What follows belongs to an exercise in optimizing a design on an open flow for a short achievable clock period and few clock cycles; a production flow would make more cautious choices. Only simulation tests tie the RTL to the original design; equivalence was not proved. The flow treats the clock pin as an ideal source. Dropping or thinning the clock tree relies on that and would not hold on a real chip.

== yarrow ==
## simt_core
module simt_core (
    input  logic                                     clk,
    input  logic                                     reset,
    input  logic                                     start_i,
    input  logic [8-1:0]              start_pc_i,
    output logic                                     done_o,
    output logic                                     imem_valid_o,
    output logic [8-1:0]              imem_addr_o,
    input  logic                                     imem_ready_i,
    input  logic [16-1:0]             imem_data_i,
    output logic [4-1:0]                   dmem_wvalid_o,
    output logic [4*8-1:0]  dmem_waddr_o,
    output logic [4*16-1:0]  dmem_wdata_o,
    input  logic [4-1:0]                   dmem_wready_i
);
Settings: LEC_CHECK=0, ABC_CLOCK_PERIOD_IN_PS=1200, CAP_MARGIN=20, CORE_MARGIN=2, CORE_UTILIZATION=50, SLEW_MARGIN=20, SYNTH_HIERARCHICAL=1; clock period 10.0 ns.
standard.sh (not shown) runs the stock make flow with config.mk's settings and CLKGATE_MAP_FILE= SYNTH_SCRIPT=/design/flow/synth_recipe.tcl, a recipe that flattens the netlist after the stock synthesis.
==> flow/flow/run.sh <==
#!/bin/bash
set -euo pipefail
work=$(pwd)
bash standard.sh synth > flow_synth.log 2>&1
bash standard.sh SETUP_SLACK_MARGIN=7 floorplan place > flow_place.log 2>&1
# ORFS scripts with the TritonCTS call swapped for our clock tree
rm -rf "$work/orfs_scripts"
cp -r "$FLOW_HOME/scripts" "$work/orfs_scripts"
python3 - "$work/orfs_scripts/cts.tcl" "$work/flow/clock_tree.tcl" <<'PY'
import sys
p, tree = sys.argv[1], sys.argv[2]
s = open(p).read()
old = "log_cmd clock_tree_synthesis {*}$cts_args"
assert s.count(old) == 1
s = s.replace(old, "source " + tree)
open(p, "w").write(s)
PY
bash standard.sh SETUP_SLACK_MARGIN=7 SCRIPTS_DIR="$work/orfs_scripts" finish > flow_layout.log 2>&1
Other scripts of this flow, unchanged in this note and not shown: flow/flow/clock_tree.tcl
Testbench counts of yarrow, summed over its fixed seeds: cycles 45,224.
## Diff of input files: zinc against yarrow
--- a/flow/design.v
+++ b/flow/design.v
@@ -357,16 +357,17 @@
     logic [AW-1:0]    pc1_q;     
     logic [AW-1:0]    addr_q;    
     logic             halt_q;    
     logic             done_q;
     logic [LANES-1:0] mask_q;
     logic          irv_q;
     logic          ir_add, ir_sub, ir_mul, ir_and, ir_slt, ir_addi, ir_st, ir_sm, ir_wr;
     logic [7:0]    ir_rs1, ir_rs2, ir_rd;
+    logic [7:0]    ir_sd;     
     logic [NR-1:0] ir_reads;
     logic [5:0]    ir_imm;
     logic          e2v_q;
     logic          e2_mul, e2_and, e2_slt, e2_cin, e2_st, e2_sm, e2_wr;
     logic [NR-1:0] e2_rd;
     logic [DW-1:0] a_q [LANES];
     logic [DW-1:0] b_q [LANES];
     logic [DW-1:0] d_q [LANES];
@@ -382,32 +383,35 @@
     logic [LANES-1:0] sv1_q, sv2_q;    
     logic st_full;
     always_comb begin
         st_full = 1'b0;
         for (int l = 0; l < LANES; l++) begin
             st_full = st_full | sv2_q[l] | (sv1_q[l] & e2v_q & e2_st);
         end
     end
-    assign stall = irv_q && ((e2v_q && e2_mul && |(ir_reads & e2_rd)) || (ir_st && st_full));
+    assign stall = irv_q && ((e2v_q && e2_mul && |(ir_reads & e2_rd)) || (ir_st && st_full) ||
+                             (ir_mul && ((e2v_q && e2_wr && |((ir_rs1[NR-1:0] | ir_rs2[NR-1:0]) & e2_rd)) ||
+                                         (m2_v_q && |((ir_rs1[NR-1:0] | ir_rs2[NR-1:0]) & m2_rd_q)))));
     assign go    = irv_q && !stall;
     always_ff @(posedge clk) begin
         if (!stall) begin
             ir_add   <= f_add;
             ir_sub   <= f_sub;
             ir_mul   <= f_mul;
             ir_and   <= f_and;
             ir_slt   <= f_slt;
             ir_addi  <= f_addi;
             ir_st    <= f_st;
             ir_sm    <= f_sm;
             ir_wr    <= f_wr;
             ir_rs1   <= f_rs1_oh;
             ir_rs2   <= f_rs2_oh;
             ir_rd    <= f_rd_oh;
+            ir_sd    <= f_st ? f_rd_oh : '0;
             ir_reads <= f_reads;
             ir_imm   <= imem_data_i[5:0];
         end
     end
     always_ff @(posedge clk) begin
         irv_q <= irv_d;
         e2v_q <= !reset && go;
         m2_v_q <= !reset && e2v_q && e2_mul;
@@ -427,42 +431,44 @@
     logic [DW-1:0] regs_q [LANES][NR];
     logic [DW-1:0] res_l [LANES];
     logic [DW-1:0] mres_l [LANES];
     logic [AW-1:0] sta_l [LANES];
     logic [DW-1:0] imm16;
     assign imm16 = {{(DW-6){ir_imm[5]}}, ir_imm};
     always_ff @(posedge clk) begin
         for (int l = 0; l < LANES; l++) begin
-            logic [DW-1:0] ra, rb, rd;
+            logic [DW-1:0] ra, rb, rd, ra0, rb0;
             logic e2f1, e2f2, e2fd, m2f1, m2f2, m2fd;
             ra = ir_rs1[7] ? DW'(l) : '0;
             rb = ir_rs2[7] ? DW'(l) : '0;
-            rd = ir_rd[7]  ? DW'(l) : '0;
+            rd = ir_sd[7]  ? DW'(l) : '0;
             for (int r = 0; r < NR; r++) begin
                 ra = ra | (ir_rs1[r] ? regs_q[l][r] : '0);
                 rb = rb | (ir_rs2[r] ? regs_q[l][r] : '0);
-                rd = rd | (ir_rd[r]  ? regs_q[l][r] : '0);
+                rd = rd | (ir_sd[r]  ? regs_q[l][r] : '0);
             end
+            ra0  = ra;
+            rb0  = rb;
             e2f1 = e2v_q && e2_wr && mask_q[l] && |(ir_rs1[NR-1:0] & e2_rd);
             e2f2 = e2v_q && e2_wr && mask_q[l] && |(ir_rs2[NR-1:0] & e2_rd);
             e2fd = e2v_q && e2_wr && mask_q[l] && |(ir_rd[NR-1:0]  & e2_rd);
             m2f1 = m2_v_q && m2_mask_q[l] && |(ir_rs1[NR-1:0] & m2_rd_q);
             m2f2 = m2_v_q && m2_mask_q[l] && |(ir_rs2[NR-1:0] & m2_rd_q);
             m2fd = m2_v_q && m2_mask_q[l] && |(ir_rd[NR-1:0]  & m2_rd_q);
             ra = e2f1 ? res_l[l] : (m2f1 ? mres_l[l] : ra);
             rb = e2f2 ? res_l[l] : (m2f2 ? mres_l[l] : rb);
             rd = e2fd ? res_l[l] : (m2fd ? mres_l[l] : rd);
             a_q[l] <= ra;
             b_q[l] <= (ir_sub || ir_slt) ? ~rb : ((ir_addi || ir_st) ? imm16 : rb);
             d_q[l] <= rd;
-            ma_q[l] <= ir_mul ? ra : '0;
+            ma_q[l] <= ir_mul ? ra0 : '0;
             for (int i = 0; i < 8; i++) begin
                 logic [2:0] t;
-                t = {rb[2*i+1], rb[2*i], (i == 0) ? 1'b0 : rb[2*i-1]};
+                t = {rb0[2*i+1], rb0[2*i], (i == 0) ? 1'b0 : rb0[2*i-1]};
                 mneg_q[l][i] <= ir_mul && t[2] && !(t[1] && t[0]);
                 mone_q[l][i] <= ir_mul && (t[1] ^ t[0]);
                 mtwo_q[l][i] <= ir_mul && ((t == 3'b011) || (t == 3'b100));
             end
         end
     end
     for (genvar gl = 0; gl < LANES; gl++) begin : g_alu
         lane_execute u_alu (
[summary]
zinc was carried through to the last stage, and its layout satisfied the timing, DRC and antenna checks.
Reported for yarrow and zinc, total I/O pin count turned out identical to the last digit.
Worst setup margin on zinc is behind yarrow.
The cell count in zinc sits about 1% above the value recorded for yarrow.
Max placeable core region across yarrow and zinc: zinc
Delta (zinc minus yarrow): number of maximum-capacitance violations ~0 delta; share of the clock period used by the worst path saw an increase; register-to-register slack decreased by 0.20 ns relative to the old numbers.
Testbench counts of zinc, summed over its fixed seeds: cycles 45,721.
No run of this note takes its clock network from TritonCTS; it comes from the design's own scripts or RTL.

==> separate check: timing with driven ports <==
The flow's constraints put no driver on any port. The routed layouts listed below were extracted and timed again, unchanged, in two steps. Step 1 sets driving cells, clkbuf_16 on the clock port and buf_2 on the other inputs (assumed; they add their load-dependent delay and slew). Step 2 times the ports against the registers' clock, not the clock port: input delays grow and output delays shrink by t, the midpoint of the rising clock arrivals with the driver on. Three values: ideal ports, drivers, drivers and shift; two values: the first two.
run | t, ns | setup WS [ns] | hold slack, ns | worst setup path after step 2 | pins driven straight from the clock port
yarrow | 0.738 | 6.791 / 6.754 / 6.463 | 0.353 / 0.353 / 0.353 | input to register | 4
zinc | 0.742 | 6.596 / 6.596 / 6.091 | 0.341 / 0.341 / 0.341 | input to register | 4
After both steps every run listed still meets setup and hold. The setup slack of zinc, which loses most, moves by 0.000 ns with the drivers and by -0.505 ns with both steps.
